Background: an optimization exercise with open tools, aiming at small area. Do not read the settings as production practice.
Function was checked by simulation only, so behaviour that the tests miss may differ from the original.
Power and IR drop assume default switching activity.

`design/flow/design.v`:
```
package cnn_dim_pkg;
    localparam int CONV_DIM    = 8;
    localparam int NUM_LANES   = 4;
    localparam int POOL_DIM    = CONV_DIM / 2;
    localparam int POOL_WORDS  = POOL_DIM * POOL_DIM;
    localparam int NUM_CLASSES = 10;
    localparam int ACC_W  = 18;
    localparam int DATA_W = 16;
    localparam int PIX_W   = $clog2(CONV_DIM);
    localparam int POOL_AW = $clog2(POOL_WORDS);
    localparam int CLASS_W = $clog2(NUM_CLASSES);
    localparam int LANE_W  = $clog2(NUM_LANES);
    localparam int LANE_ACC_W  = NUM_LANES * ACC_W;
    localparam int LANE_DATA_W = NUM_LANES * DATA_W;
    localparam int BEAT_W = 1 + LANE_ACC_W;
    localparam int FMAP_WR_W = 1 + POOL_AW + LANE_DATA_W;
endpackage
package cnn_ctrl_pkg;
    localparam logic [1:0] CONV_PROCESS = 2'd0;
    localparam logic [1:0] FC_PROCESS   = 2'd1;
    localparam logic [1:0] CLASSIFY     = 2'd2;
    localparam int BIAS_AW = 4;
    localparam logic [BIAS_AW-1:0] BIAS_CONV_ADDR = 4'd0;
    localparam logic [BIAS_AW-1:0] BIAS_FC_BASE = 4'd1;
endpackage
`timescale 1ns/100ps
module rcv_sequencer
(
    input  logic                                clk,
    input  logic                                rst,
    input  logic                                mac_valid_i,
    output logic [cnn_ctrl_pkg::BIAS_AW-1:0]    bias_addr_o,
    output logic [1:0]                          bias_lane_o,
    output logic                                conv_beat_o,
    output logic                                fc_beat_o,
    output logic                                x_odd_o,
    output logic                                y_odd_o,
    output logic                                fc_first_o,
    output logic [cnn_dim_pkg::CLASS_W-1:0]     class_o,
    output logic                                fc_o,
    output logic                                wr_en_o,
    output logic [cnn_dim_pkg::POOL_AW-1:0]     wr_addr_o,
    output logic                                digit_valid_o,
    output logic                                conv_phase_o
);
    logic [5:0] cnt;
    logic       fc;
    logic       cls;
    logic       conv;
    logic       fc_last;
    logic [1:0] lane;
    logic [2:0] dly;
    assign conv    = ~fc & ~cls;
    assign fc_last = fc & cnt[3] & cnt[0];
    always_ff @(posedge clk or posedge rst)
    begin
        if (rst)
        begin
            cnt     <= '0;
            fc      <= 1'b0;
            cls     <= 1'b0;
            wr_en_o <= 1'b0;
            dly     <= '0;
            lane    <= '0;
        end
        else
        begin
            if (mac_valid_i & ~cls)
            begin
                cnt <= fc_last ? 6'd0 : cnt + 6'd1;
            end
            if (mac_valid_i & fc)
            begin
                lane <= fc_last ? 2'd0 : lane + 2'd1;
            end
            if (mac_valid_i & conv & (&cnt))
            begin
                fc <= 1'b1;
            end
            else if (mac_valid_i & fc_last)
            begin
                fc <= 1'b0;
            end
            cls     <= mac_valid_i & fc_last;
            wr_en_o <= mac_valid_i & conv & cnt[3] & cnt[0];
            dly     <= {~dly[0] & (dly[2] | cls), dly[2:1]};
        end
    end
    assign conv_beat_o = mac_valid_i & conv;
    assign fc_beat_o   = mac_valid_i & fc;
    assign x_odd_o     = cnt[0];
    assign y_odd_o     = cnt[3];
    assign fc_first_o  = ~(|cnt[3:0]);
    assign class_o     = cnt[3:0];
    assign wr_addr_o = {cnt[5] ^ ~(cnt[4] | cnt[3]), cnt[4] ^ ~cnt[3], cnt[2] ^ ~cnt[1], ~cnt[1]};
    assign digit_valid_o = dly[0] & ~dly[1];
    assign conv_phase_o  = conv;
    assign fc_o          = fc;
    assign bias_addr_o = {2'b00, fc & (cnt[3] | cnt[2]), fc & ~cnt[2]};
    assign bias_lane_o = lane;
endmodule
`timescale 1ns/100ps
module bias_relu_pool
#(
    parameter bit FC_LANE = 1'b0
)
(
    input  logic                              clk,
    input  logic [cnn_dim_pkg::DATA_W-1:0]    acc_i,
    input  logic [cnn_dim_pkg::DATA_W-1:0]    bias_i,
    input  logic                              fc_i,
    input  logic                              conv_beat_i,
    input  logic                              x_odd_i,
    input  logic                              y_odd_i,
    input  logic                              best_load_i,
    output logic [cnn_dim_pkg::DATA_W-1:0]    score_o,
    output logic [cnn_dim_pkg::DATA_W-1:0]    best_o,
    output logic [cnn_dim_pkg::DATA_W-1:0]    wr_data_o
);
    localparam int DW = cnn_dim_pkg::DATA_W;
    logic [DW-1:0] s;
    logic          s_co;
    logic [DW-1:0] pix;
    logic          neg;
    logic [DW:0]   addend;
    logic [DW:0]   sum;
    logic          sum_co;
    logic [DW:0]   e0;
    logic [DW-1:0] e1;
    logic [DW-1:0] e2;
    logic [DW-1:0] e3;
    rca #(.W(DW)) u_bias_add (.a(acc_i), .b(bias_i), .s(s), .co(s_co));
    generate
        if (FC_LANE)
        begin : g_fc
            assign pix = {fc_i & s[DW-1], s[DW-2:0]};
            assign neg = ~fc_i & s[DW-1];
        end
        else
        begin : g_conv
            assign pix = {1'b0, s[DW-2:0]};
            assign neg = s[DW-1];
        end
    endgenerate
    assign addend = (~fc_i & x_odd_i) ? e0
                  : (~fc_i & y_odd_i) ? {1'b0, e1}
                  : '0;
    rca #(.W(DW+1)) u_win_add (.a((DW+1)'(pix)), .b(addend), .s(sum), .co(sum_co));
    always_ff @(posedge clk)
    begin
        if (conv_beat_i | best_load_i)
        begin
            e0 <= neg ? addend : sum;
        end
        if (conv_beat_i & ~x_odd_i)
        begin
            e1 <= e2;
            e2 <= e3;
            e3 <= e0[DW-1:0];
        end
    end
    assign score_o   = s;
    assign best_o    = e0[DW-1:0];
    assign wr_data_o = {1'b0, e0[DW:2]};
endmodule
module rca
#(
    parameter int W = 16
)
(
    input  logic [W-1:0] a,
    input  logic [W-1:0] b,
    output logic [W-1:0] s,
    output logic         co
);
    logic [W:0] c;
    assign c[0] = 1'b0;
    genvar i;
    generate
        for (i = 0; i < W; i++)
        begin : g_bit
            assign s[i]   = a[i] ^ b[i] ^ c[i];
            assign c[i+1] = (a[i] & b[i]) | (c[i] & (a[i] ^ b[i]));
        end
    endgenerate
    assign co = c[W];
endmodule
`timescale 1ns/100ps
module score_argmax
(
    input  logic                                clk,
    input  logic                                fc_beat_i,
    input  logic                                fc_first_i,
    input  logic [cnn_dim_pkg::CLASS_W-1:0]     class_i,
    input  logic [cnn_dim_pkg::DATA_W-1:0]      score_i,
    input  logic [cnn_dim_pkg::DATA_W-1:0]      best_i,
    output logic                                load_o,
    output logic [cnn_dim_pkg::CLASS_W-1:0]     digit_o
);
    logic [cnn_dim_pkg::DATA_W:0]   ge_c;
    logic [cnn_dim_pkg::DATA_W-1:0] ge_a;
    logic [cnn_dim_pkg::DATA_W-1:0] ge_b;
    assign ge_a    = {~score_i[cnn_dim_pkg::DATA_W-1], score_i[cnn_dim_pkg::DATA_W-2:0]};
    assign ge_b    = {best_i[cnn_dim_pkg::DATA_W-1], ~best_i[cnn_dim_pkg::DATA_W-2:0]};
    assign ge_c[0] = 1'b1;
    genvar i;
    generate
        for (i = 0; i < cnn_dim_pkg::DATA_W; i++)
        begin : g_ge
            assign ge_c[i+1] = (ge_a[i] & ge_b[i]) | (ge_c[i] & (ge_a[i] | ge_b[i]));
        end
    endgenerate
    assign load_o = fc_beat_i & (fc_first_i | ge_c[cnn_dim_pkg::DATA_W]);
    always_ff @(posedge clk)
    begin
        if (load_o)
        begin
            digit_o <= class_i;
        end
    end
endmodule
`timescale 1ns/100ps
module cnn_receiver
(
    input  logic                                   clk,
    input  logic                                   rst,
    input  logic [cnn_dim_pkg::BEAT_W-1:0]         mac_i,
    input  logic [cnn_dim_pkg::LANE_DATA_W-1:0]    bias_q_i,
    output logic [cnn_ctrl_pkg::BIAS_AW-1:0]       bias_addr_o,
    output logic [cnn_dim_pkg::FMAP_WR_W-1:0]      fmap_wr_o,
    output logic                                   conv_phase_o,
    output logic [cnn_dim_pkg::CLASS_W-1:0]        digit_o,
    output logic                                   digit_valid_o
);
    localparam int DW = cnn_dim_pkg::DATA_W;
    localparam int AW = cnn_dim_pkg::ACC_W;
    logic                                mac_valid;
    logic [1:0]                          bias_lane;
    logic                                conv_beat;
    logic                                fc_beat;
    logic                                x_odd;
    logic                                y_odd;
    logic                                fc_first;
    logic [cnn_dim_pkg::CLASS_W-1:0]     class_idx;
    logic                                fc;
    logic                                wr_en;
    logic [cnn_dim_pkg::POOL_AW-1:0]     wr_addr;
    logic [cnn_dim_pkg::LANE_DATA_W-1:0] wr_data;
    logic [DW-1:0]                       bias0;
    logic [DW-1:0]                       score;
    logic [DW-1:0]                       best;
    logic                                best_load;
    assign mac_valid = mac_i[cnn_dim_pkg::BEAT_W-1];
    rcv_sequencer u_seq
    (
        .clk           (clk),
        .rst           (rst),
        .mac_valid_i   (mac_valid),
        .bias_addr_o   (bias_addr_o),
        .bias_lane_o   (bias_lane),
        .conv_beat_o   (conv_beat),
        .fc_beat_o     (fc_beat),
        .x_odd_o       (x_odd),
        .y_odd_o       (y_odd),
        .fc_first_o    (fc_first),
        .class_o       (class_idx),
        .fc_o          (fc),
        .wr_en_o       (wr_en),
        .wr_addr_o     (wr_addr),
        .digit_valid_o (digit_valid_o),
        .conv_phase_o  (conv_phase_o)
    );
    assign bias0 = bias_q_i[bias_lane*DW +: DW];
    genvar k;
    generate
        for (k = 0; k < cnn_dim_pkg::NUM_LANES; k++)
        begin : g_lane
            logic [DW-1:0] sc;
            logic [DW-1:0] b;
            if (k == 0)
            begin : g_l0
                bias_relu_pool #(.FC_LANE(1'b1)) u_lane
                (
                    .clk         (clk),
                    .acc_i       (mac_i[k*AW +: DW]),
                    .bias_i      (bias0),
                    .fc_i        (fc),
                    .conv_beat_i (conv_beat),
                    .x_odd_i     (x_odd),
                    .y_odd_i     (y_odd),
                    .best_load_i (best_load),
                    .score_o     (score),
                    .best_o      (best),
                    .wr_data_o   (wr_data[k*DW +: DW])
                );
            end
            else
            begin : g_ln
                bias_relu_pool #(.FC_LANE(1'b0)) u_lane
                (
                    .clk         (clk),
                    .acc_i       (mac_i[k*AW +: DW]),
                    .bias_i      (bias_q_i[k*DW +: DW]),
                    .fc_i        (1'b0),
                    .conv_beat_i (conv_beat),
                    .x_odd_i     (x_odd),
                    .y_odd_i     (y_odd),
                    .best_load_i (1'b0),
                    .score_o     (sc),
                    .best_o      (b),
                    .wr_data_o   (wr_data[k*DW +: DW])
                );
            end
        end
    endgenerate
    score_argmax u_argmax
    (
        .clk        (clk),
        .fc_beat_i  (fc_beat),
        .fc_first_i (fc_first),
        .class_i    (class_idx),
        .score_i    (score),
        .best_i     (best),
        .load_o     (best_load),
        .digit_o    (digit_o)
    );
    assign fmap_wr_o = {wr_en, wr_addr, wr_data};
endmodule
```
`design/flow/flow/run.sh`:
```
#!/bin/bash
# Standard layout, with the port buffers made from the smallest buffer cell and no dummy clock loads
export BUFFER_PORTS_ARGS="-buffer_cell sky130_fd_sc_hd__buf_1"
export CTS_ARGS="-sink_clustering_enable -repair_clock_nets -sink_clustering_size 30 -sink_clustering_max_diameter 100 -dont_use_dummy_load"
bash standard.sh > standard.log 2>&1
```
`design/flow/standard.sh`:
```
#!/bin/bash
# synth_recipe.tcl (not shown) runs the flow's synth.tcl, then flattens the netlist and writes it again
# the make line also repeats each setting of config.mk as NAME=value (left out here)
make -C /OpenROAD-flow-scripts/flow DESIGN_CONFIG=/design/flow/config.mk WORK_HOME=/design/flow/orfs CLKGATE_MAP_FILE= SYNTH_SCRIPT=/design/flow/synth_recipe.tcl "${@:-finish}"
```
`design/flow/config.mk`:
```
export PLATFORM = sky130hd
export DESIGN_NAME = cnn_receiver
export DESIGN_NICKNAME = cnn_receiver
export VERILOG_FILES = /design/flow/design.v
export SDC_FILE = /design/flow/constraint.sdc
export NUM_CORES = 4
export LEC_CHECK = 0
export CAP_MARGIN = 20
export CORE_MARGIN = 2
export CORE_UTILIZATION = 70
export CTS_CLUSTER_DIAMETER = 100
export CTS_CLUSTER_SIZE = 30
export SLEW_MARGIN = 20
```
`design/flow/constraint.sdc`:
```
create_clock -name core_clock -period 10.0 [get_ports {clk}]
set_input_delay 2.0000 -clock core_clock [delete_from_list [all_inputs] [get_ports {clk}]]
set_output_delay 2.0000 -clock core_clock [all_outputs]
set_load 0.01 [all_outputs]
```
==> results of run 1 <==
-- logic make-up after synthesis --
logic type,share of synthesized area (%)
multiplexers,8.03
adder cells (fa/ha/maj),18.1
AND/OR/NAND/NOR,2.01
flip-flops,59.6
buffers and inverters,5.97
other,0.0270
XOR/XNOR,1.21
AO/OA/AOI/OAI,5.05
-- per-layer routing --
layer	vias up	routed length, um	global-route usage [%]
met5	-	22	0
met4	4	877	8.28
met3	52	2550	6.84
met2	365	14200	45.9
met1	3752	11200	39.4
li1	3171	-	-
-- stage by stage --
| stage | hold WS (ns) | worst slack (ns) | utilization, % |
|---|---|---|---|
| 2_1_floorplan | 0.354 | 0.159 | - |
| 4_1_cts | 0.367 | 0.314 | 76.8 |
| 6_report | 0.365 | 0.350 | 76.8 |
| 5_1_grt | 0.367 | 0.0727 | 76.8 |
| 3_5_place_dp | 0.388 | -0.189 | 75.1 |
| 3_3_place_gp | 0.365 | -0.110 | 75.1 |
-- layout make-up --
| type | count | area, um2 | area share [%] |
|---|---|---|---|
| flip-flops and latches | 278 | 8280 | 55.4 |
| repair buffers | 221 | 951 | 6.36 |
| clock buffers | 13 | 325 | 2.18 |
| well taps | 265 | 332 | 2.22 |
| inverters | 63 | 236 | 1.58 |
| multi-input cells | 386 | 4830 | 32.3 |
-- cell usage in the layout (no fill, tap or decap), drive strengths merged, types with 16 or more instances in the layout --
master  synthesis  routed
a22o           53      53
buf            75     221
edfxtp        264     264
fa            113     113
ha             16      16
inv            63      63
mux2           55      55
mux4           16      16
nand2          20      20
nor2           20      20
-- report_power, final --
group          internal, mW  switching (mW)
clock                 0.236           0.328
combinational          1.07            1.28
sequential             1.91           0.241
total                  3.22            1.85
-- worst max path at each step --
| stage | start | to | slack (ns) | depth (start not counted) |
|---|---|---|---|---|
| after floorplan | mac_i[18] | g_lane[1].g_ln.u_lane.e0[10] | 0.16 | 21 |
| after global placement | mac_i[54] | g_lane[3].g_ln.u_lane.e0[15] | -0.11 | 23 |
| after detailed placement | bias_q_i[48] | g_lane[3].g_ln.u_lane.e0[15] | -0.19 | 23 |
| after CTS | bias_q_i[48] | g_lane[3].g_ln.u_lane.e0[15] | 0.31 | 23 |
| after global routing | bias_q_i[48] | g_lane[3].g_ln.u_lane.e0[15] | 0.07 | 23 |
| final | bias_q_i[16] | g_lane[0].g_l0.u_lane.e0[15] | 0.35 | 22 |
-- state kept, by name, summed over array words and instances, names as in the netlist --
name / flops
g_lane.g_ln.u_lane.e0: 51
g_lane.g_ln.u_lane.e1: 48
g_lane.g_ln.u_lane.e2: 48
g_lane.g_ln.u_lane.e3: 48
g_lane.g_l0.u_lane.e0: 17
g_lane.g_l0.u_lane.e1: 16
g_lane.g_l0.u_lane.e2: 16
g_lane.g_l0.u_lane.e3: 16
u_seq.cnt: 6
u_argmax.digit_o: 4
u_seq.dly: 3
u_seq.lane: 2
u_seq.cls: 1
u_seq.fc: 1
u_seq.wr_en_o: 1
==> impl_metrics.tcl, run 1 <==
set metrics [dict create \
    cp_max_fo 3 \
    synth-seq-cells 278 \
    grt_pass1_vias 7684 \
    critPathSlowestCell "mux4_1" \
    routedWlPerCell_um 23.5 \
    synthTopCellsByArea "edfxtp_1 (57%), fa_1 (16%), mux2_2 (3.9%)" \
    clkTransAtPathRegs_ns 0.11 \
    grtUsageTotal_pct 28.4 \
    finalMaxSlewViolations 0 \
    fin_cells 1226 \
    grt_max_degree 90 \
    antenna_cells 0 \
    cts_tree "done" \
    syn-cell-area_mm2 0.0139 \
    grt_pass1_wl_mm 43.4 \
    drt_pass1_iterations 5 \
    crit_buf_inv 3 \
    hold_start "g_lane[2].g_ln.u_lane.e2[8]" \
    place_area_mm2 0.0146 \
    cts_max_level 1 \
    drtIter0Drc 599 \
    cap_violations 0 \
    whs_endpoint "g_lane[2].g_ln.u_lane.e1[8]" \
    setup_viol 0 \
    synth-async-reset-ratio_pct 5.04 \
    ir_drop_v 0.000181 \
    r2r_cells 22 \
    vias 7344 \
    slew-limit-headroom_pct 37.6 \
    holdCritPathClass "flip-flop to flip-flop" \
    yosysTopAreaCell "edfxtp_1" \
    synth_flop_cell "edfxtp_1" \
    synth_top_area_share_pct 57.1 \
    crit_arrival_ns 9.90 \
    placedCellCount 1213 \
    die_h_um 145 \
    dieArea_mm2 0.0210 \
    path_cells "buf_1, mux4_1, ha_1, fa_1, fa_1, fa_1, fa_1, fa_1, fa_1, fa_1, fa_1, fa_1, fa_1, fa_1, fa_1, fa_1, inv_1, fa_1, fa_1, inv_1, fa_1, mux2_4" \
    cts_sinks 278 \
    worst-setup-path-type "primary input to flip-flop" \
    ff2ff_setup_slack_ns 1.21 \
    yosysWarnings 4 \
    cts_hold_buf 0 \
    nets 1231 \
    ios 218 \
    cts_buffers 13 \
    numPortBuffers 203 \
    totalWireLength_mm 28.9 \
    tns_ns 0 \
    fillers 1196 \
    r2r-start "u_seq.lane[0]" \
    worstReg2RegEnd "g_lane[0].g_l0.u_lane.e0[15]" \
    postCtsResizedCells 0 \
    grt_antenna_before_repair 2 \
    whs_path_depth 0 \
    post_cts_buffers 0 \
    critPathMostFrequentCell "fa_1" \
    dp_hpwl_mm 21.3 \
    run_status "complete, no violations" \
    avgSynthCellArea_um2 17.1 \
    rsz0062_at_grt "no" \
    fin_area_mm2 0.0150 \
    gp_congestion 0.902 \
    cts_max_path_buffers 3 \
    yosys-top-cells-count "edfxtp_1 (264), fa_1 (113), buf_4 (63), inv_1 (63), a22o_1 (53)" \
    fp.dieW_um 145 \
    clock_latency_ns 0.49 \
    final.period_utilization_pct 96.5 \
    area_growth_pct 7.67 \
    ys_seq_area_share_pct 59.6 \
    root_buffer "clkbuf_16" \
    initial_core_util_pct 71.3 \
    syn_inst 810 \
    critPathRequiredTime_ns 10.25 \
    max_freq_mhz 104 \
    avgViaCountPerCell 5.99 \
    overflow 0 \
    tightest_slew_ns 0.936 \
    hold_violations 0 \
    ys_types 42 \
    fp.coreArea_mm2 0.0195 \
    fin_skew_ns 0.0594 \
    drc_errors 0 \
    cp_top_family "adder cells" \
    postRouteAntennaNets 0 \
    finalPower_mw 5.07 \
    period_minus_slack_ns 9.65 \
    power_density_mw_per_mm2 339 \
    power.leakage_nw 5.38 \
    rows 51 \
    synth-edff-count 264 \
    yosysMostFrequentCell "edfxtp_1" \
    layout-drive-gt1-share_pct 11.1 \
    cp_slowest_stage_delay_ns 0.60 \
    endpoint_kind "flip-flop" \
    start_kind "primary input" \
]
==> run 2, diff against run 1 <==
--- a/design/flow/config.mk
+++ b/design/flow/config.mk
@@ -7,7 +7,7 @@
 export LEC_CHECK = 0
 export CAP_MARGIN = 20
 export CORE_MARGIN = 2
-export CORE_UTILIZATION = 70
+export CORE_UTILIZATION = 55
 export CTS_CLUSTER_DIAMETER = 100
 export CTS_CLUSTER_SIZE = 30
 export SLEW_MARGIN = 20
==> run 2 against run 1 <==
Compared with the run above: first-iteration DRC count rose by 10%; sequential power barely moved; total power barely moved; clock skew rose by 0.00096 ns; cell count rose by 5.9%; area after synthesis did not move; die area rose by 26%; wire length rose by 3.0%; non-clock buffer count rose by 4; via count fell by 1.6%; global-route usage fell by 5.3 points; combinational power fell by 2%.
==> impl_metrics.tcl, run 2 <==
set metrics [dict create \
    dp_hpwl_mm 21.5 \
    drc_errors 0 \
    crit_buf_inv 5 \
    synth_flop_cell "edfxtp_1" \
    regMostFlops "g_lane.g_ln.u_lane.e0" \
    max_freq_mhz 103 \
    grt_pass1_wl_mm 45.1 \
    rows 58 \
    cts_tree "done" \
    avgViaCountPerCell 5.57 \
    nets 1236 \
    grt_max_degree 89 \
    vias 7226 \
    fin_area_mm2 0.0151 \
    cts_hold_buf 0 \
    final_cell_mix "edfxtp_1 (264), buf_1 (203), fa_1 (113), inv_1 (62), a22o_1 (53)" \
    gp_congestion 0.865 \
    whs_path_depth 0 \
    grtUsageTotal_pct 23.1 \
    syn-cell-area_mm2 0.0139 \
    run_status "complete, no violations" \
    ys_types 42 \
    synth-edff-count 264 \
    power_density_mw_per_mm2 336 \
    endpoint_kind "flip-flop" \
    tightest_slew_ns 1.01 \
    synth_top_area_share_pct 57.1 \
    cts_sinks 278 \
    critPathRequiredTime_ns 10.27 \
    cp_top_family "adder cells" \
    dieArea_mm2 0.0265 \
    drt_pass1_iterations 5 \
    layout-drive-gt1-share_pct 11.6 \
    clock_latency_ns 0.51 \
    yosysMostFrequentCell "edfxtp_1" \
    synthTopCellsByArea "edfxtp_1 (57%), fa_1 (16%), mux2_2 (3.9%)" \
    post_cts_buffers 0 \
    start_kind "primary input" \
    initial_core_util_pct 55.6 \
    critPathMostFrequentCell "fa_1" \
    slew-limit-headroom_pct 32.7 \
    fin_skew_ns 0.0603 \
    area_growth_pct 8.80 \
    ff2ff_setup_slack_ns 1.30 \
    power.leakage_nw 5.41 \
    period_minus_slack_ns 9.71 \
    holdCritPathClass "flip-flop to flip-flop" \
    ios 218 \
    worstReg2RegEnd "g_lane[0].g_l0.u_lane.e0[3]" \
    avgSynthCellArea_um2 17.1 \
    final_common_cell "edfxtp_1" \
    clkTransAtPathRegs_ns 0.11 \
    synth-async-reset-ratio_pct 5.04 \
    hold_start "g_lane[2].g_ln.u_lane.e3[9]" \
    cts_max_level 1 \
    crit_arrival_ns 9.98 \
    totalWireLength_mm 29.7 \
    cts_max_path_buffers 3 \
    largest_reg_flops 51 \
    path_cells "buf_1, ha_1, fa_1, fa_1, fa_1, fa_1, fa_1, fa_1, fa_1, fa_1, fa_1, fa_1, fa_1, fa_1, inv_1, fa_1, inv_1, fa_1, inv_1, fa_1, inv_1, ha_1, mux2_2" \
    r2r-start "u_seq.lane[0]" \
    drtIter0Drc 660 \
    yosysWarnings 4 \
    cp_max_fo 2 \
    hold_violations 0 \
    postCtsResizedCells 0 \
    syn_inst 810 \
    tns_ns 0 \
    r2r_cells 23 \
    synth-seq-cells 278 \
    fp.coreArea_mm2 0.0250 \
    yosys-top-cells-count "edfxtp_1 (264), fa_1 (113), buf_4 (63), inv_1 (63), a22o_1 (53)" \
    yosysTopAreaCell "edfxtp_1" \
    worst-setup-path-type "primary input to flip-flop" \
    cts_buffers 14 \
    grt_pass1_vias 7570 \
    postRouteAntennaNets 0 \
    fillers 1980 \
    overflow 0 \
    grt_antenna_before_repair 1 \
    place_area_mm2 0.0147 \
    setup_viol 0 \
    ir_drop_v 0.000169 \
    cp_slowest_stage_delay_ns 0.53 \
    cap_violations 0 \
    root_buffer "clkbuf_16" \
    final.period_utilization_pct 97.1 \
    critPathSlowestCell "fa_1" \
    numPortBuffers 203 \
    whs_endpoint "g_lane[2].g_ln.u_lane.e2[9]" \
    ys_seq_area_share_pct 59.6 \
    finalMaxSlewViolations 0 \
    rsz0062_at_grt "no" \
    die_h_um 163 \
    fp.dieW_um 163 \
    routedWlPerCell_um 22.9 \
]
==> run 2: cell count changes in the layout (fill, tap and decap cells not counted), sizes merged <==
cell and change:
diode +2, clkbuf +1, buf +4
==> run 2: cells by family (layout without fill, tap and decap cells) <==
| logic type | count (synthesis) | count (layout) | synth area share (%) |
|---|---|---|---|
| other | 1 | 8 | 0.0270 |
| and+or+nand+nor | 61 | 61 | 2.01 |
| DFF | 278 | 278 | 59.6 |
| adders and majority gates | 134 | 134 | 18.1 |
| buffers and inverters | 151 | 302 | 5.97 |
| AOI/OAI and AO/OA | 88 | 88 | 5.05 |
| xor gates and xnor gates | 17 | 17 | 1.21 |
| muxes | 80 | 80 | 8.03 |
==> run 2: final cells by class <==
class / count / area [um2] / share of cell area, %
Sequential cell: 278 / 8280 / 54.8
Multi-Input combinational cell: 386 / 4830 / 32.0
Timing Repair Buffer: 225 / 997 / 6.60
Tap cell: 330 / 413 / 2.73
Clock buffer: 14 / 350 / 2.32
Inverter: 63 / 236 / 1.57
Antenna cell: 2 / 5.00 / 0.0331
==> run 2: stage by stage <==
step | setup slack (ns) | utilization, % | hold WS [ns] | cells | power (mW)
floorplan | 0.159 | - | 0.354 | 815 | 3.94
global placement | -0.266 | 58.9 | 0.363 | 1280 | 4.39
detailed placement | -0.333 | 58.9 | 0.377 | 1280 | 4.51
CTS | 0.203 | 60.3 | 0.356 | 1294 | 5.13
global route | 0.0863 | 60.5 | 0.362 | 1296 | 5.48
finish | 0.292 | 60.5 | 0.353 | 1298 | 5.08
==> run 2: layer usage <==
layer  track usage [%]  up-vias  routed length (um)
met2              37.5      228               14600
met4              4.47        0                 535
met1              33.3     3774               12600
met3              4.69       30                1980
li1                  -     3194                   -
met5                 0        -                   0
==> run 2: worst max-delay path by stage <==
stage            startpoint                           end  slack, ns  cells after the start
3_3_place_gp   bias_q_i[48]  g_lane[3].g_ln.u_lane.e0[15]      -0.27                     23
5_1_grt        bias_q_i[48]  g_lane[3].g_ln.u_lane.e0[15]       0.09                     23
2_1_floorplan     mac_i[18]  g_lane[1].g_ln.u_lane.e0[10]       0.16                     21
6_report       bias_q_i[48]  g_lane[3].g_ln.u_lane.e0[15]       0.29                     23
4_1_cts        bias_q_i[48]  g_lane[3].g_ln.u_lane.e0[15]       0.20                     23
3_5_place_dp   bias_q_i[48]  g_lane[3].g_ln.u_lane.e0[15]      -0.33                     23
==> run 2: worst reg2reg max path: cells and delay by family, from the launching register on <==
| kind | cells | cell delay (ns) |
|---|---|---|
| AO/OA/AOI/OAI | 2 | 0.39 |
| adder cells (fa/ha/maj) | 16 | 6.21 |
| buffers and inverters | 2 | 0.27 |
| flip-flops | 1 | 0.67 |
| multiplexers | 1 | 0.62 |
| AND/OR/NAND/NOR | 2 | 0.28 |
==> run 2: report_power, final <==
part	switching (mW)	internal [mW]
Combinational	1.25	1.07
Clock	0.345	0.253
Sequential	0.252	1.91
==> run 3, diff against run 2 <==
--- a/design/flow/config.mk
+++ b/design/flow/config.mk
@@ -7,7 +7,7 @@
 export LEC_CHECK = 0
 export CAP_MARGIN = 20
 export CORE_MARGIN = 2
-export CORE_UTILIZATION = 55
+export CORE_UTILIZATION = 40
 export CTS_CLUSTER_DIAMETER = 100
 export CTS_CLUSTER_SIZE = 30
 export SLEW_MARGIN = 20
==> run 3 against run 2 <==
Compared with the run above: still clean on timing, DRC and antenna; maximum frequency decreased by 0.23%; clock power decreased by 3.3%; synthesized cell count unchanged; hold slack improved by 0.039 ns; sequential cell count unchanged; combinational power increased by 2%; non-clock buffer count increased by 2; register-to-register slack improved by 0.19 ns; global-route usage decreased by 5.7 points; total power increased by 0.62%; sequential power about the same; sequential share of layout area decreased by 0.48 points; largest power group unchanged.
==> impl_metrics.tcl, run 3 <==
set metrics [dict create \
    numPortBuffers 203 \
    fp.dieW_um 190 \
    critPathRequiredTime_ns 10.16 \
    largest_reg_flops 51 \
    gp_congestion 0.781 \
    synth-seq-cells 278 \
    yosys-top-cells-count "edfxtp_1 (264), fa_1 (113), buf_4 (63), inv_1 (63), a22o_1 (53)" \
    fillers 3116 \
    grt_pass1_vias 7403 \
    nets 1237 \
    setup_viol 0 \
    power_density_mw_per_mm2 335 \
    tightest_slew_ns 0.958 \
    synth_flop_cell "edfxtp_1" \
    rows 68 \
    avgViaCountPerCell 5.03 \
    dp_hpwl_mm 22.6 \
    rsz0062_at_grt "no" \
    initial_core_util_pct 40.4 \
    avgSynthCellArea_um2 17.1 \
    antenna_cells 0 \
    routedWlPerCell_um 21.5 \
    ff2ff_setup_slack_ns 1.49 \
    critPathSlowestCell "mux4_1" \
    final_common_cell "edfxtp_1" \
    totalWireLength_mm 30.6 \
    slew-limit-headroom_pct 36.1 \
    met3_length_mm 1.81 \
    wl_met1_mm 13.8 \
    area_growth_pct 9.76 \
    yosysMostFrequentCell "edfxtp_1" \
    yosysWarnings 4 \
    layout_setup_ws_ns 0.270 \
    dieArea_mm2 0.0362 \
    cts_hold_buf 0 \
    clock_latency_ns 0.49 \
    p_sw_share_pct 36.6 \
    cap_violations 0 \
    start_kind "primary input" \
    fin_skew_ns 0.0404 \
    grt_max_degree 74 \
    p_switching_mw 1.87 \
    yosysTopAreaCell "edfxtp_1" \
    drtIter0Drc 614 \
    hold_violations 0 \
    root_buffer "clkbuf_16" \
    max_freq_mhz 103 \
    cts_sinks 278 \
    grtUsageTotal_pct 17.4 \
    die_h_um 190 \
    ir_drop_v 0.000188 \
    regMostFlops "g_lane.g_ln.u_lane.e0" \
    synth-async-reset-ratio_pct 5.04 \
    pre_cts_ws_ns -0.341 \
    fp.coreArea_mm2 0.0344 \
    vias 7153 \
    postRouteAntennaNets 0 \
    cts_tree "done" \
    cts_buffers 13 \
    power_frac_seq_pct 42.2 \
    layout-drive-gt1-share_pct 11.9 \
    grt_antenna_before_repair 0 \
    synth-edff-count 264 \
    syn-cell-area_mm2 0.0139 \
    p_int_mw 3.24 \
    synthTopCellsByArea "edfxtp_1 (57%), fa_1 (16%), mux2_2 (3.9%)" \
    drc_errors 0 \
    wl_met2_mm 14.4 \
    pwr-share-comb_pct 46.5 \
    critPathMostFrequentCell "fa_1" \
    cts_max_level 1 \
    cp_slowest_stage_delay_ns 0.57 \
    power.leakage_nw 5.41 \
    holdCritPathClass "flip-flop to flip-flop" \
    final.period_utilization_pct 97.3 \
    ys_types 42 \
    finalMaxSlewViolations 0 \
    cts_max_path_buffers 3 \
    period_minus_slack_ns 9.73 \
    p_clk_share_pct 11.3 \
    worst-setup-path-type "primary input to flip-flop" \
    clkTransAtPathRegs_ns 0.11 \
    grt_pass1_wl_mm 46.4 \
    ios 218 \
    synth_top_area_share_pct 57.1 \
    run_status "complete, no violations" \
    top_layer "met4" \
    crit_arrival_ns 9.89 \
    final_cell_mix "edfxtp_1 (264), buf_1 (203), fa_1 (113), inv_1 (62), a22o_1 (53)" \
    cp_max_fo 7 \
    endpoint_kind "flip-flop" \
    path_cells "buf_1, mux4_1, ha_1, fa_1, fa_1, fa_1, fa_1, fa_1, fa_1, fa_1, fa_1, fa_1, fa_1, fa_1, fa_1, fa_1, inv_1, fa_1, maj3_1, a21oi_2, nand3_1, o2bb2ai_1, nand3_1, buf_4" \
    drt_pass1_iterations 5 \
    syn_inst 810 \
    ys_seq_area_share_pct 59.6 \
    holdWs_ns 0.392 \
    overflow 0 \
]
[run 3: cell types whose count changed in the layout (fill, tap and decap cells not counted), sizes merged]
cell | before | now
buf | 225 | 227
clkbuf | 14 | 13
diode | 2 | 0
[run 3: worst paths after layout]
kind                                                  start                     endpoint  cells after the start
min in group asynchronous                               rst                    u_seq.cls                      2
worst max register to register                u_seq.lane[0]  g_lane[0].g_l0.u_lane.e0[5]                     23
worst min register to register  g_lane[0].g_l0.u_lane.e2[5]  g_lane[0].g_l0.u_lane.e1[5]                      0
worst max-delay path                           bias_q_i[16]  g_lane[0].g_l0.u_lane.e0[5]                     24
max in group asynchronous                               rst                 u_seq.cnt[0]                      2
worst min-delay path            g_lane[0].g_l0.u_lane.e2[5]  g_lane[0].g_l0.u_lane.e1[5]                      0
[run 3: what timing repair did]
| item | 4_1_cts | 5_1_grt |
|---|---|---|
| setup buffers | 0 | 0 |
| gates resized for setup | 0 | 1 |
| setup endpoints to repair | 0 | 17 |
[run 3: critical path: cells and delay by family]
family,cells,cell delay (ns)
AOI/OAI and AO/OA,2,0.33
muxes,1,0.57
adders and majority gates,16,6.27
and+or+nand+nor,2,0.24
buffers and inverters,3,0.46
[run 3: power by group through the flow]
stage	registers, mW	logic, mW	clock network [mW]
floorplan	2.10	1.84	0
global placement	2.17	2.33	0
detailed placement	2.18	2.41	0
CTS	2.16	2.43	0.603
global route	2.21	2.69	0.637
finish	2.16	2.37	0.579
[run 3: cell type report]
cell class	instances	area [um2]	share of cell area, %
Multi-Input combinational cell	386	4840	31.7
Clock buffer	13	325	2.13
Tap cell	455	569	3.74
Sequential cell	278	8280	54.3
Inverter	63	236	1.55
Timing Repair Buffer	227	992	6.51
[run 3: metrics by stage]
| stage | TNS, ns | cell area, um2 | utilization (%) | cells | total power [mW] |
|---|---|---|---|---|---|
| after floorplan | 0 | 13900 | - | 815 | 3.94 |
| after global routing | 0 | 15200 | 44.3 | 1422 | 5.53 |
| final | 0 | 15200 | 44.3 | 1422 | 5.11 |
| after detailed placement | -6.89 | 14900 | 43.4 | 1409 | 4.59 |
| after global placement | -5.22 | 14900 | 43.4 | 1409 | 4.50 |
| after CTS | 0 | 15200 | 44.3 | 1422 | 5.19 |
[run 3: cell families after synthesis]
| kind of cell | count (synthesis) | synth area share, % |
|---|---|---|
| compound gates | 88 | 5.05 |
| xor+xnor | 17 | 1.21 |
| fa+ha+maj | 134 | 18.1 |
| buf+inv | 151 | 5.97 |
| flops | 278 | 59.6 |
| mux | 80 | 8.03 |
| other cells | 1 | 0.0270 |
| simple gates | 61 | 2.01 |
[run 3: layer usage]
metal	GRT usage, %	up-vias
li1	-	3185
met1	25.9	3718
met2	27.3	225
met3	2.58	25
met4	3.73	0
met5	0	-
==> run 4, diff against run 3 <==
--- a/design/flow/design.v
+++ b/design/flow/design.v
@@ -142,16 +142,34 @@
             assign neg = s[DW-1];
         end
     endgenerate
-    assign addend = (~fc_i & x_odd_i) ? e0
-                  : (~fc_i & y_odd_i) ? {1'b0, e1}
-                  : '0;
     rca #(.W(DW+1)) u_win_add (.a((DW+1)'(pix)), .b(addend), .s(sum), .co(sum_co));
+    generate
+        if (FC_LANE)
+        begin : g_fc_e0
+            assign addend = (~fc_i & x_odd_i) ? e0
+                          : (~fc_i & y_odd_i) ? {1'b0, e1}
+                          : '0;
+            always_ff @(posedge clk)
+            begin
+                if (conv_beat_i | best_load_i)
+                begin
+                    e0 <= neg ? addend : sum;
+                end
+            end
+        end
+        else
+        begin : g_conv_e0
+            assign addend = (x_odd_i | ~conv_beat_i) ? e0
+                          : y_odd_i ? {1'b0, e1}
+                          : '0;
+            always_ff @(posedge clk)
+            begin
+                e0 <= (neg | ~conv_beat_i) ? addend : sum;
+            end
+        end
+    endgenerate
     always_ff @(posedge clk)
     begin
-        if (conv_beat_i | best_load_i)
-        begin
-            e0 <= neg ? addend : sum;
-        end
         if (conv_beat_i & ~x_odd_i)
         begin
             e1 <= e2;
==> design/flow/flow/run.sh (replaced) <==
#!/bin/bash
# Standard layout, with the port buffers made from the smallest buffer cell and no dummy clock loads
export BUFFER_PORTS_ARGS="-buffer_cell sky130_fd_sc_hd__buf_1"
export CTS_ARGS="-sink_clustering_enable -repair_clock_nets -sink_clustering_size 14 -sink_clustering_max_diameter 100 -dont_use_dummy_load -buf_list sky130_fd_sc_hd__clkbuf_8 -root_buf sky130_fd_sc_hd__clkbuf_16"
bash standard.sh > standard.log 2>&1
==> run 4 against run 3 <==
Compared with the run above: clock skew decreased by 0.0067 ns; worst setup slack better by 0.098 ns; largest cell class unchanged; cell count grew 0.77%; via count decreased by 1.3%; combinational power is 6% lower; area after synthesis fell by 3.5%; sequential cell count unchanged; clock-buffer cell count rose by 10; largest power group unchanged; utilization rose by 0.12 points; die area decreased by 3.4%; final area decreased by 2.9%.
==> impl_metrics.tcl, run 4 <==
set metrics [dict create \
    run_status "complete, no violations" \
    yosysMostFrequentCell "edfxtp_1" \
    p_int_mw 3.03 \
    crit_buf_inv 3 \
    slew-limit-headroom_pct 33.2 \
    cts_max_path_buffers 3 \
    hold_violations 0 \
    worst-setup-path-type "primary input to flip-flop" \
    start_kind "primary input" \
    p_sw_share_pct 36.6 \
    antenna_cells 0 \
    rsz0062_at_grt "no" \
    drtIter0Drc 446 \
    placedCellCount 1410 \
    cts_max_level 1 \
    grt_antenna_before_repair 4 \
    postCtsResizedCells 0 \
    synth_adder_area_share_pct 18.7 \
    cts_sinks 278 \
    drt_pass1_iterations 6 \
    worstReg2RegEnd "g_lane[0].g_l0.u_lane.e0[15]" \
    crit_arrival_ns 9.88 \
    grtUsageTotal_pct 17.4 \
    synthTopCellsByArea "edfxtp_1 (48%), fa_1 (17%), dfxtp_1 (7.6%)" \
    clkTransAtPathRegs_ns 0.10 \
    synth_flop_cell "edfxtp_1" \
    fp.coreArea_mm2 0.0333 \
    power_frac_seq_pct 40.9 \
    yosysTopAreaCell "edfxtp_1" \
    cts_buffers 23 \
    grt_max_degree 107 \
    synth_xor_xnor_area_share_pct 1.25 \
    synth-compound-area-share_pct 5.45 \
    post_cts_buffers 0 \
    fin_cells 1433 \
    cts_tree "done" \
    dieArea_mm2 0.0350 \
    fp.dieW_um 187 \
    synth-edff-count 213 \
    ios 218 \
    r2r_cells 21 \
    largest_reg_flops 51 \
    cp_max_fo 3 \
    ys_types 46 \
    setup_viol 0 \
    avgSynthCellArea_um2 16.5 \
    layout-drive-gt1-share_pct 12.7 \
    ir_drop_v 0.000122 \
    holdCritPathClass "flip-flop to flip-flop" \
    whs_path_depth 0 \
    ys_seq_area_share_pct 57.9 \
    yosys-top-cells-count "edfxtp_1 (213), fa_1 (113), buf_4 (63)" \
    path_cells "buf_1, mux4_1, ha_1, fa_1, fa_1, fa_1, fa_1, fa_1, fa_1, fa_1, fa_1, fa_1, fa_1, fa_1, fa_1, fa_1, inv_1, fa_1, fa_1, inv_1, fa_1, mux2_4" \
    fillers 3001 \
    pwr-share-comb_pct 46.5 \
    yosys.area_share.simple_pct 2.24 \
    max_freq_mhz 104 \
    avgViaCountPerCell 4.93 \
    fin_skew_ns 0.0337 \
    nets 1255 \
    cts_hold_buf 0 \
    r2r-start "u_seq.lane[0]" \
    yosysWarnings 4 \
    gp_congestion 0.795 \
    routedWlPerCell_um 21.1 \
    numPortBuffers 203 \
    cp_slowest_stage_delay_ns 0.60 \
    dp_hpwl_mm 22.4 \
    area_growth_pct 10.4 \
    totalWireLength_mm 30.2 \
    critPathMostFrequentCell "fa_1" \
    vias 7059 \
    tightest_slew_ns 1.00 \
    power.leakage_nw 5.41 \
    endpoint_kind "flip-flop" \
    p_clk_share_pct 12.6 \
    ff2ff_setup_slack_ns 1.54 \
    finalMaxSlewViolations 0 \
    grt_pass1_wl_mm 45.1 \
    power_density_mw_per_mm2 323 \
    clock_latency_ns 0.51 \
    cp_top_family "adder cells" \
    rows 67 \
    cap_violations 0 \
    root_buffer "clkbuf_16" \
    overflow 0 \
    synth-seq-cells 278 \
    syn_inst 810 \
    synth_top_area_share_pct 47.7 \
    p_switching_mw 1.75 \
    drc_errors 0 \
    regMostFlops "g_lane.g_ln.u_lane.e0" \
    synth-async-reset-ratio_pct 5.04 \
    final.period_utilization_pct 96.3 \
    initial_core_util_pct 40.3 \
    postRouteAntennaNets 0 \
    grt_pass1_vias 7274 \
    synthMuxAreaShare_pct 8.26 \
    die_h_um 187 \
    syn-cell-area_mm2 0.0134 \
    critPathSlowestCell "mux4_1" \
    critPathRequiredTime_ns 10.25 \
    whs_endpoint "u_seq.dly[0]" \
    hold_start "u_seq.dly[1]" \
    final_common_cell "edfxtp_1" \
    period_minus_slack_ns 9.63 \
    fin_util_pct 44.5 \
    final_cell_mix "edfxtp_1 (213), buf_1 (203), fa_1 (113), inv_1 (60), a22o_1 (52)" \
    synth_top_family_by_area "adder cells" \
]
## run 4: changes by cell type in the layout (fill, tap and decap cells not counted), sizes merged, moves of 3 or more
cell    delta
nand2b     +4
mux2i      +3
nor2       -3
edfxtp    -51
clkbuf    +10
mux2       -3
buf        +5
dfxtp     +51
nor2b      +3
a21oi      +3
## run 4: power by group through the flow
stage / Clock [mW] / Combinational, mW / Sequential [mW]
floorplan: 0 / 1.70 / 1.93
CTS: 0.626 / 2.27 / 1.96
detailed placement: 0 / 2.26 / 1.98
global route: 0.661 / 2.50 / 2.00
finish: 0.600 / 2.22 / 1.96
global placement: 0 / 2.18 / 1.97
## run 4: worst reg2reg max path, cell delays in order, from the launching register on
cell     delay, ns
dfrtp_1       0.47
mux4_1        0.65
ha_1          0.22
fa_1          0.37
fa_1          0.38
fa_1          0.41
fa_1          0.39
fa_1          0.39
fa_1          0.40
fa_1          0.43
fa_1          0.44
fa_1          0.40
fa_1          0.39
fa_1          0.39
fa_1          0.39
fa_1          0.36
inv_1         0.07
fa_1          0.46
fa_1          0.44
inv_1         0.09
fa_1          0.41
mux2_4        0.27
## run 4: logic make-up (layout without fill, tap and decap cells)
logic type      Yosys count  in the layout
xor+xnor                 17             17
compound gates           90             90
other cells               1              6
fa+ha+maj               134            134
mux                      80             80
flops                   278            278
buf+inv                 147            317
simple gates             63             63
## run 4: worst max-delay path by stage
stage          cells after the start                            to  slack (ns)    startpoint
2_1_floorplan                     22   g_lane[0].g_l0.u_lane.e0[0]        0.24  bias_q_i[16]
3_3_place_gp                      22  g_lane[0].g_l0.u_lane.e0[15]       -0.14  bias_q_i[16]
3_5_place_dp                      22  g_lane[0].g_l0.u_lane.e0[15]       -0.17  bias_q_i[16]
4_1_cts                           22  g_lane[0].g_l0.u_lane.e0[15]        0.36  bias_q_i[16]
5_1_grt                           22  g_lane[0].g_l0.u_lane.e0[15]        0.16  bias_q_i[16]
6_report                          22  g_lane[0].g_l0.u_lane.e0[15]        0.37  bias_q_i[16]
## run 4: cell type report
class | count | area (um2) | area share [%]
clock buffer | 23 | 350 | 2.37
inverter | 62 | 238 | 1.61
multi-input combinational | 390 | 4850 | 32.8
sequential | 278 | 7770 | 52.5
tap | 448 | 561 | 3.79
timing repair buffer | 232 | 1030 | 6.98
## run 4: per-stage QoR
| step | hold slack [ns] | instance area (um2) | power [mW] | setup WS [ns] | setup TNS, ns |
|---|---|---|---|---|---|
| 5_1_grt | 0.381 | 14800 | 5.15 | 0.156 | 0 |
| 4_1_cts | 0.371 | 14800 | 4.86 | 0.360 | 0 |
| 3_3_place_gp | 0.368 | 14400 | 4.15 | -0.138 | -1.37 |
| 6_report | 0.360 | 14800 | 4.78 | 0.367 | 0 |
| 3_5_place_dp | 0.373 | 14400 | 4.24 | -0.174 | -1.73 |
| 2_1_floorplan | 0.354 | 13400 | 3.63 | 0.236 | 0 |
## run 4: per-layer routing
metal	up-vias	part of all wire, %	track usage [%]
met5	-	0.18	0
met4	8	3.8	6.29
met3	57	4.7	3.30
met2	190	47	27.9
met1	3628	44	23.8
li1	3176	-	-
==> run 5, diff against run 4 <==
==> design/flow/flow/run.sh (replaced) <==
#!/bin/bash
# Standard layout, with the port buffers made from the smallest buffer cell and no dummy clock loads
export BUFFER_PORTS_ARGS="-buffer_cell sky130_fd_sc_hd__buf_1"
export CTS_ARGS="-sink_clustering_enable -repair_clock_nets -sink_clustering_size 17 -sink_clustering_max_diameter 100 -dont_use_dummy_load -buf_list sky130_fd_sc_hd__clkbuf_8 -root_buf sky130_fd_sc_hd__clkbuf_16"
bash standard.sh > standard.log 2>&1
==> run 5 against run 4 <==
Compared with the run above: first-iteration DRC count down 9.4%; wire length down 0.44%; still clean on timing, DRC and antenna; hold slack gained 0.023 ns; register-to-register slack worse by 0.02 ns; critical path type unchanged; clock skew is 0.0072 ns higher; via count down 0.51%.
==> impl_metrics.tcl, run 5 <==
set metrics [dict create \
    postRouteAntennaNets 0 \
    ff2ff_setup_slack_ns 1.52 \
    synth_flop_cell "edfxtp_1" \
    power_density_mw_per_mm2 322 \
    final.period_utilization_pct 96.2 \
    synth_top_area_share_pct 47.7 \
    synth-seq-cells 278 \
    layout-drive-gt1-share_pct 12.4 \
    initial_core_util_pct 40.3 \
    grt_antenna_before_repair 3 \
    dp_hpwl_mm 22.4 \
    fillers 2993 \
    ys_types 46 \
    wl_met2_mm 14.4 \
    largest_reg_flops 51 \
    ir_drop_v 0.000119 \
    grtUsageTotal_pct 17.4 \
    drt_pass1_iterations 4 \
    grt_pass1_wl_mm 45.0 \
    cts_max_level 1 \
    cts_sinks 278 \
    synth-async-reset-ratio_pct 5.04 \
    ios 218 \
    root_buffer "clkbuf_16" \
    regMostFlops "g_lane.g_ln.u_lane.e0" \
    setup_viol 0 \
    cts_max_path_buffers 3 \
    syn_inst 810 \
    critPathRequiredTime_ns 10.25 \
    gp_congestion 0.795 \
    worst-setup-path-type "primary input to flip-flop" \
    run_status "complete, no violations" \
    antenna_cells 0 \
    yosysWarnings 4 \
    numPortBuffers 203 \
    synth-edff-count 213 \
    ys_seq_area_share_pct 57.9 \
    whs_path_depth 0 \
    period_minus_slack_ns 9.62 \
    rows 67 \
    worstReg2RegEnd "g_lane[0].g_l0.u_lane.e0[15]" \
    worstSetupStartpoint "bias_q_i[16]" \
    avgViaCountPerCell 4.91 \
    finalMaxSlewViolations 0 \
    totalWireLength_mm 30.1 \
    syn-cell-area_mm2 0.0134 \
    vias 7023 \
    endpoint_kind "flip-flop" \
    holdCritPathClass "flip-flop to flip-flop" \
    max_freq_mhz 104 \
    slew-limit-headroom_pct 35.3 \
    area_growth_pct 10.1 \
    postCtsResizedCells 0 \
    avgSynthCellArea_um2 16.5 \
    rsz0062_at_grt "no" \
    placedCellCount 1410 \
    cts_buffers 20 \
    drc_errors 0 \
    overflow 0 \
    die_h_um 187 \
    top_layer "met5" \
    grt_max_degree 107 \
    hold_violations 0 \
    synthTopCellsByArea "edfxtp_1 (48%), fa_1 (17%), dfxtp_1 (7.6%)" \
    yosys-top-cells-count "edfxtp_1 (213), fa_1 (113), buf_4 (63)" \
    met3_length_mm 1.46 \
    yosysTopAreaCell "edfxtp_1" \
    fp.dieW_um 187 \
    cp_max_fo 3 \
    fin_skew_ns 0.0409 \
    yosysMostFrequentCell "edfxtp_1" \
    post_cts_buffers 0 \
    fp.coreArea_mm2 0.0333 \
    cap_violations 0 \
    crit_arrival_ns 9.88 \
    clock_latency_ns 0.50 \
    crit_path_end "g_lane[0].g_l0.u_lane.e0[15]" \
    final_common_cell "edfxtp_1" \
    cts_hold_buf 0 \
    drtIter0Drc 404 \
    tightest_slew_ns 0.971 \
    r2r_cells 21 \
    final_cell_mix "edfxtp_1 (213), buf_1 (203), fa_1 (113), inv_1 (60), a22o_1 (52)" \
    cts_tree "done" \
    wl_met1_mm 13.2 \
    nets 1252 \
    power.leakage_nw 5.39 \
    routedWlPerCell_um 21.0 \
    fin_cells 1430 \
    dieArea_mm2 0.0350 \
    clkTransAtPathRegs_ns 0.11 \
    start_kind "primary input" \
    finalPower_mw 4.75 \
    r2r-start "u_seq.lane[0]" \
    grt_pass1_vias 7267 \
]
==> run 5: cell types whose count changed in the layout (fill, tap and decap cells not counted) <==
cell,delta
clkbuf_8,-3
==> run 5: routing by layer <==
metal,vias to the layer above,GRT usage [%]
li1,3171,-
met1,3600,23.8
met2,191,28.4
met3,55,3.00
met4,6,5.49
met5,-,0
==> run 5: through the flow <==
stage | area [um2] | TNS (ns) | setup slack [ns] | utilization (%) | hold slack (ns)
3_3_place_gp | 14400 | -1.37 | -0.138 | 43.4 | 0.368
3_5_place_dp | 14400 | -1.73 | -0.174 | 43.4 | 0.373
4_1_cts | 14800 | 0 | 0.364 | 44.3 | 0.387
5_1_grt | 14800 | 0 | 0.160 | 44.3 | 0.390
6_report | 14800 | 0 | 0.377 | 44.3 | 0.383
2_1_floorplan | 13400 | 0 | 0.236 | - | 0.354
==> run 5: worst min path at each step <==
stage	start	end	slack, ns
5_1_grt	g_lane[3].g_ln.u_lane.e2[7]	g_lane[3].g_ln.u_lane.e1[7]	0.39
2_1_floorplan	u_seq.dly[1]	u_seq.dly[0]	0.35
6_report	u_seq.dly[1]	u_seq.dly[0]	0.38
3_5_place_dp	u_seq.dly[2]	u_seq.dly[1]	0.37
3_3_place_gp	u_seq.dly[2]	u_seq.dly[1]	0.37
4_1_cts	g_lane[3].g_ln.u_lane.e2[7]	g_lane[3].g_ln.u_lane.e1[7]	0.39
==> run 5: cells by family (layout without fill, tap and decap cells) <==
group	after synthesis	in the layout	share of synthesized area, %
compound gates	90	90	5.45
xor+xnor	17	17	1.25
fa+ha+maj	134	134	18.7
buf+inv	147	314	6.09
flops	278	278	57.9
mux	80	80	8.26
other cells	1	6	0.0280
simple gates	63	63	2.24
==> run 5: critical path, cell delays in order <==
cell and delay [ns]:
buf_1 0.16, mux4_1 0.60, ha_1 0.22, fa_1 0.37, fa_1 0.38, fa_1 0.41, fa_1 0.39, fa_1 0.39
fa_1 0.40, fa_1 0.43, fa_1 0.44, fa_1 0.40, fa_1 0.39, fa_1 0.39, fa_1 0.38, fa_1 0.36
inv_1 0.07, fa_1 0.46, fa_1 0.44, inv_1 0.09, fa_1 0.41, mux2_4 0.27
==> run 5: area by class of cell <==
cell class | count | area, um2 | area share (%)
repair buffers | 232 | 1030 | 7.00
multi-input cells | 390 | 4850 | 32.9
well taps | 448 | 561 | 3.80
flip-flops and latches | 278 | 7770 | 52.6
clock buffers | 20 | 309 | 2.09
inverters | 62 | 238 | 1.61
==> run 5: where the power goes <==
part / switching [mW] / internal (mW) / leakage (nW) / total [mW]
sequential: 0.206 / 1.75 / 2.58 / 1.95
combinational: 1.18 / 1.05 / 2.64 / 2.23
clock: 0.358 / 0.209 / 0.159 / 0.566
total: 1.75 / 3.00 / 5.39 / 4.75
==> run 6, diff against run 5 <==
==> design/flow/flow/run.sh (replaced) <==
#!/bin/bash
# Standard layout, with the port buffers made from the smallest buffer cell and no dummy clock loads
export BUFFER_PORTS_ARGS="-buffer_cell sky130_fd_sc_hd__buf_1"
export CTS_ARGS="-sink_clustering_enable -repair_clock_nets -sink_clustering_size 30 -sink_clustering_max_diameter 100 -dont_use_dummy_load"
bash standard.sh > standard.log 2>&1
==> run 6 against run 5 <==
Compared with the run above: wire length decreased by 0.79%; clock-buffer cell count decreased by 7; non-clock buffer count stayed put; largest cell class unchanged.
==> impl_metrics.tcl, run 6 <==
set metrics [dict create \
    run_status "complete, no violations" \
    synth-seq-cells 278 \
    path_cells "buf_1, mux4_1, ha_1, fa_1, fa_1, fa_1, fa_1, fa_1, fa_1, fa_1, fa_1, fa_1, fa_1, fa_1, fa_1, fa_1, inv_1, fa_1, fa_1, inv_1, fa_1, mux2_4" \
    syn_inst 810 \
    drt_pass1_iterations 4 \
    period_minus_slack_ns 9.62 \
    drtIter0Drc 430 \
    setup_viol 0 \
    ys_seq_area_share_pct 57.9 \
    grtUsageTotal_pct 17.2 \
    cp_top_family "adder cells" \
    rows 67 \
    fin_util_pct 44.4 \
    power_density_mw_per_mm2 322 \
    layout_setup_ws_ns 0.379 \
    critPathRequiredTime_ns 10.24 \
    cts_buffers 13 \
    largest_reg_flops 51 \
    final_cell_mix "edfxtp_1 (213), buf_1 (203), fa_1 (113), inv_1 (60), a22o_1 (52)" \
    cts_hold_buf 0 \
    final_common_cell "edfxtp_1" \
    ir_drop_v 0.000162 \
    dieArea_mm2 0.0350 \
    synth-async-reset-ratio_pct 5.04 \
    dp_hpwl_mm 22.4 \
    synth_top_area_share_pct 47.7 \
    avgViaCountPerCell 4.90 \
    synthTopCellsByArea "edfxtp_1 (48%), fa_1 (17%), dfxtp_1 (7.6%)" \
    final.period_utilization_pct 96.2 \
    cts_max_path_buffers 3 \
    finalMaxSlewViolations 0 \
    max_freq_mhz 104 \
    yosys-top-cells-count "edfxtp_1 (213), fa_1 (113), buf_4 (63)" \
    critPathSlowestCell "mux4_1" \
    tightest_slew_ns 0.968 \
    critPathMostFrequentCell "fa_1" \
    yosysWarnings 4 \
    holdCritPathClass "flip-flop to flip-flop" \
    grt_antenna_before_repair 4 \
    start_kind "primary input" \
    drc_errors 0 \
    power.leakage_nw 5.39 \
    nets 1245 \
    area_growth_pct 10.2 \
    avgSynthCellArea_um2 16.5 \
    postRouteAntennaNets 0 \
    synth-edff-count 213 \
    crit_arrival_ns 9.86 \
    initial_core_util_pct 40.3 \
    grt_max_degree 107 \
    rsz0062_at_grt "no" \
    cts_tree "done" \
    cp_slowest_stage_delay_ns 0.60 \
    antenna_cells 0 \
    totalWireLength_mm 29.8 \
    root_buffer "clkbuf_16" \
    postCtsResizedCells 0 \
    post_cts_buffers 0 \
    ios 218 \
    cp_max_fo 3 \
    endpoint_kind "flip-flop" \
    fp.coreArea_mm2 0.0333 \
    clkTransAtPathRegs_ns 0.12 \
    layout-drive-gt1-share_pct 11.8 \
    routedWlPerCell_um 21.0 \
    slew-limit-headroom_pct 35.4 \
    worst-setup-path-type "primary input to flip-flop" \
    tns_ns 0 \
    overflow 0 \
    crit_buf_inv 3 \
    gp_congestion 0.795 \
    clock_latency_ns 0.50 \
    fp.dieW_um 187 \
    hold_violations 0 \
    cts_max_level 1 \
    numPortBuffers 203 \
    place_area_mm2 0.0144 \
    grt_pass1_vias 7196 \
    vias 6971 \
    syn-cell-area_mm2 0.0134 \
    ys_types 46 \
    yosysTopAreaCell "edfxtp_1" \
    fillers 2992 \
    yosysMostFrequentCell "edfxtp_1" \
    die_h_um 187 \
    synth_flop_cell "edfxtp_1" \
    cts_sinks 278 \
    regMostFlops "g_lane.g_ln.u_lane.e0" \
    fin_area_mm2 0.0148 \
    pre_cts_ws_ns -0.174 \
    fin_skew_ns 0.0328 \
    cap_violations 0 \
    grt_pass1_wl_mm 44.7 \
]
==> run 6: report_power, final <==
part	internal (mW)	leakage (nW)	switching, mW
clock network	0.237	0.160	0.348
logic	1.05	2.64	1.18
registers	1.75	2.58	0.205
total	3.03	5.39	1.73
==> run 6: area by class of cell <==
cell class                      count  area [um2]  share of cell area, %
Clock buffer                       13         325                   2.20
Inverter                           62         238                   1.61
Multi-Input combinational cell    390        4850                   32.8
Sequential cell                   278        7770                   52.6
Tap cell                          448         561                   3.79
Timing Repair Buffer              232        1030                   7.00
==> run 6: path summary, 6_finish.rpt <==
kind                                                end  cells past startpoint          start  slack [ns]
max                        g_lane[0].g_l0.u_lane.e0[15]                     22   bias_q_i[16]        0.38
min                                        u_seq.dly[0]                      0   u_seq.dly[1]        0.37
max reg2reg                g_lane[0].g_l0.u_lane.e0[15]                     21  u_seq.lane[0]        1.54
min reg2reg                                u_seq.dly[0]                      0   u_seq.dly[1]        0.37
max in group asynchronous                  u_seq.cnt[1]                      2            rst        8.12
min in group asynchronous                  u_seq.dly[0]                      2            rst        1.50
==> run 6: kinds of logic after synthesis <==
kind of cell	count (synthesis)	synth area share (%)
AO/OA/AOI/OAI	90	5.45
XOR/XNOR	17	1.25
adder cells (fa/ha/maj)	134	18.7
buffers and inverters	147	6.09
flip-flops	278	57.9
multiplexers	80	8.26
other	1	0.0280
AND/OR/NAND/NOR	63	2.24
==> run 6: through the flow <==
stage | hold WS (ns) | instances | power (mW)
2_1_floorplan | 0.354 | 815 | 3.63
3_3_place_gp | 0.368 | 1410 | 4.15
3_5_place_dp | 0.373 | 1410 | 4.24
4_1_cts | 0.384 | 1423 | 4.84
5_1_grt | 0.392 | 1423 | 5.13
6_report | 0.373 | 1423 | 4.76
==> run 6: per-layer routing <==
layer	vias up	wire, um	global-route usage [%]
met5	-	54	0
met4	8	1040	5.65
met3	48	1410	3.15
met2	185	14100	27.7
met1	3568	13200	23.8
li1	3162	-	-
==> run 7, diff against run 6 <==
--- a/design/flow/config.mk
+++ b/design/flow/config.mk
@@ -5,9 +5,9 @@
 export SDC_FILE = /design/flow/constraint.sdc
 export NUM_CORES = 4
 export LEC_CHECK = 0
-export CAP_MARGIN = 20
+export CAP_MARGIN = 0
 export CORE_MARGIN = 2
 export CORE_UTILIZATION = 40
 export CTS_CLUSTER_DIAMETER = 100
 export CTS_CLUSTER_SIZE = 30
-export SLEW_MARGIN = 20
+export SLEW_MARGIN = 0
==> run 7 against run 6 <==
Compared with the run above: still clean; via count about the same; final area barely moved; combinational power is essentially flat; wire length hardly changed; sequential cell count is the same; critical path depth did not move; clock skew decreased by 0.00056 ns; cell count is the same; non-clock buffer count stayed put; synthesized cell count stayed put.
==> impl_metrics.tcl, run 7 <==
set metrics [dict create \
    endpoint_kind "flip-flop" \
    p_int_mw 3.03 \
    crit_arrival_ns 9.86 \
    placedCellCount 1410 \
    ys_types 46 \
    yosysMostFrequentCell "edfxtp_1" \
    hold_violations 0 \
    cp_top_family "adder cells" \
    finalPower_mw 4.76 \
    ys_seq_area_share_pct 57.9 \
    wl_met1_mm 13.2 \
    totalWireLength_mm 29.9 \
    worst-setup-path-type "primary input to flip-flop" \
    place_area_mm2 0.0144 \
    avgViaCountPerCell 4.90 \
    postRouteAntennaNets 0 \
    vias 6975 \
    cp_max_fo 3 \
    yosysTopAreaCell "edfxtp_1" \
    fin_cells 1423 \
    fp.coreArea_mm2 0.0333 \
    cts_buffers 13 \
    area_growth_pct 10.2 \
    numPortBuffers 203 \
    initial_core_util_pct 40.3 \
    yosysWarnings 4 \
    largest_reg_flops 51 \
    regMostFlops "g_lane.g_ln.u_lane.e0" \
    tightest_slew_ns 1.12 \
    wl_met2_mm 14.1 \
    root_buffer "clkbuf_16" \
    synth-seq-cells 278 \
    cp_slowest_stage_delay_ns 0.60 \
    clkTransAtPathRegs_ns 0.12 \
    fin_area_mm2 0.0148 \
    critPathMostFrequentCell "fa_1" \
    cts_hold_buf 0 \
    cap_violations 0 \
    start_kind "primary input" \
    dieArea_mm2 0.0350 \
    run_status "complete, no violations" \
    slew-limit-headroom_pct 25.4 \
    critPathRequiredTime_ns 10.24 \
    drtIter0Drc 444 \
    gp_congestion 0.795 \
    max_freq_mhz 104 \
    avgSynthCellArea_um2 16.5 \
    fp.dieW_um 187 \
    syn-cell-area_mm2 0.0134 \
    critPathSlowestCell "mux4_1" \
    rsz0062_at_grt "no" \
    whs_path_depth 0 \
    grt_pass1_vias 7196 \
    synthTopCellsByArea "edfxtp_1 (48%), fa_1 (17%), dfxtp_1 (7.6%)" \
    yosys-top-cells-count "edfxtp_1 (213), fa_1 (113), buf_4 (63)" \
    final_common_cell "edfxtp_1" \
    cp_num_cells 22 \
    p_sw_share_pct 36.4 \
    finalMaxSlewViolations 0 \
    power.leakage_nw 5.39 \
    synth_top_area_share_pct 47.7 \
    grtUsageTotal_pct 17.2 \
    met3_length_mm 1.46 \
    drc_errors 0 \
    cts_tree "done" \
    syn_inst 810 \
    cts_max_path_buffers 3 \
    r2r_cells 21 \
    cts_max_level 1 \
    power_density_mw_per_mm2 323 \
    setup_viol 0 \
    pwr-share-comb_pct 46.7 \
    ir_drop_v 0.000162 \
    drt_pass1_iterations 4 \
    power_frac_seq_pct 41.0 \
    grt_antenna_before_repair 4 \
    post_cts_buffers 0 \
    overflow 0 \
    crit_buf_inv 3 \
    rows 67 \
    final.period_utilization_pct 96.1 \
    nets 1245 \
    period_minus_slack_ns 9.61 \
    postCtsResizedCells 0 \
    path_cells "buf_1, mux4_1, ha_1, fa_1, fa_1, fa_1, fa_1, fa_1, fa_1, fa_1, fa_1, fa_1, fa_1, fa_1, fa_1, fa_1, inv_1, fa_1, fa_1, inv_1, fa_1, mux2_4" \
    p_clk_share_pct 12.3 \
    clock_latency_ns 0.50 \
    p_switching_mw 1.73 \
    ios 218 \
    fin_skew_ns 0.0322 \
    dp_hpwl_mm 22.4 \
    synth-async-reset-ratio_pct 5.04 \
    die_h_um 187 \
    top_layer "met5" \
    cts_sinks 278 \
    antenna_cells 0 \
    grt_max_degree 107 \
    synth_flop_cell "edfxtp_1" \
    holdWs_ns 0.372 \
    holdCritPathClass "flip-flop to flip-flop" \
    grt_pass1_wl_mm 44.7 \
    synth-edff-count 213 \
    layout-drive-gt1-share_pct 11.8 \
    routedWlPerCell_um 21.0 \
    final_cell_mix "edfxtp_1 (213), buf_1 (203), fa_1 (113), inv_1 (60), a22o_1 (52)" \
]
[run 7: cell types whose count changed in the layout (fill, tap and decap cells not counted)]
cell / before / now
buf_6: 1 / 0
buf_4: 24 / 25
[run 7: path summary, 6_finish.rpt]
path / startpoint / slack, ns / to
max: bias_q_i[16] / 0.39 / g_lane[0].g_l0.u_lane.e0[15]
min in group asynchronous: rst / 1.50 / u_seq.dly[0]
min: u_seq.dly[1] / 0.37 / u_seq.dly[0]
max in group asynchronous: rst / 8.12 / u_seq.cnt[1]
max reg2reg: u_seq.lane[0] / 1.54 / g_lane[0].g_l0.u_lane.e0[15]
min reg2reg: u_seq.dly[1] / 0.37 / u_seq.dly[0]
[run 7: cell families (layout without fill, tap and decap cells)]
kind of cell / after synthesis / after routing / synth area share (%)
and+or+nand+nor: 63 / 63 / 2.24
DFF: 278 / 278 / 57.9
AOI/OAI and AO/OA: 90 / 90 / 5.45
other: 1 / 6 / 0.0280
buffers and inverters: 147 / 307 / 6.09
muxes: 80 / 80 / 8.26
xor gates and xnor gates: 17 / 17 / 1.25
adders and majority gates: 134 / 134 / 18.7
[run 7: power by group through the flow]
stage / clock network, mW / logic, mW / registers (mW)
2_1_floorplan: 0 / 1.70 / 1.93
3_3_place_gp: 0 / 2.18 / 1.97
3_5_place_dp: 0 / 2.26 / 1.98
4_1_cts: 0.607 / 2.27 / 1.96
5_1_grt: 0.642 / 2.49 / 2.00
6_report: 0.585 / 2.22 / 1.96
[run 7: final cells by class]
class | instances | area [um2]
Inverter | 62 | 238
Multi-Input combinational cell | 390 | 4850
Timing Repair Buffer | 232 | 1030
Clock buffer | 13 | 325
Fill cell | 2992 | 18500
Tap cell | 448 | 561
Sequential cell | 278 | 7770
[run 7: routing by layer]
metal  track usage [%]  up-vias
met3              3.15       49
met4              5.65        8
met5                 0        -
met1              23.8     3572
li1                  -     3162
met2              27.7      184
[run 7: through the flow]
| stage | util (%) | worst slack, ns | TNS (ns) |
|---|---|---|---|
| after floorplan | - | 0.236 | 0 |
| after global placement | 43.4 | -0.138 | -1.37 |
| after detailed placement | 43.4 | -0.174 | -1.73 |
| after CTS | 44.4 | 0.348 | 0 |
| after global routing | 44.4 | 0.148 | 0 |
| final | 44.4 | 0.385 | 0 |

==> port drivers added, routing unchanged <==
The flow's constraints put no driver on any port. The routed layouts listed below were extracted and timed again, unchanged, in two steps.
Step 1 sets driving cells, clkbuf_16 on the clock port and buf_2 on the other inputs (assumed; they add their load-dependent delay and slew).
Step 2 adds t to the input delays and takes it off the output delays; t is the mean of the earliest and latest rising clock arrival at the registers after step 1. Input paths then give back, and output paths get back, about the clock's delay inside the block.
Three values: no drivers, after step 1, after step 2; two values: the first two.
run	t (ns)	setup slack, ns	worst register clock-pin slew, ns	worst slew at a driven data input, ns	cell pins on the clock port's net
run 1	0.506	0.350 / 0.345 / -0.161	0.11 / 0.11	0.07	1
run 2	0.528	0.292 / 0.319 / -0.209	0.11 / 0.11	0.07	1
run 3	0.520	0.270 / 0.299 / -0.222	0.11 / 0.11	0.05	1
run 4	0.545	0.367 / 0.400 / -0.145	0.10 / 0.10	0.09	1
run 5	0.536	0.377 / 0.409 / -0.126	0.11 / 0.11	0.09	1
run 6	0.536	0.379 / 0.411 / -0.125	0.12 / 0.12	0.10	1
run 7	0.537	0.385 / 0.417 / -0.120	0.12 / 0.12	0.10	1
Met with ideal ports but missed after step 2: setup timing in every run listed. For run 4, which loses most, drivers alone change the setup slack by +0.033 ns; drivers and shift together by -0.512 ns.
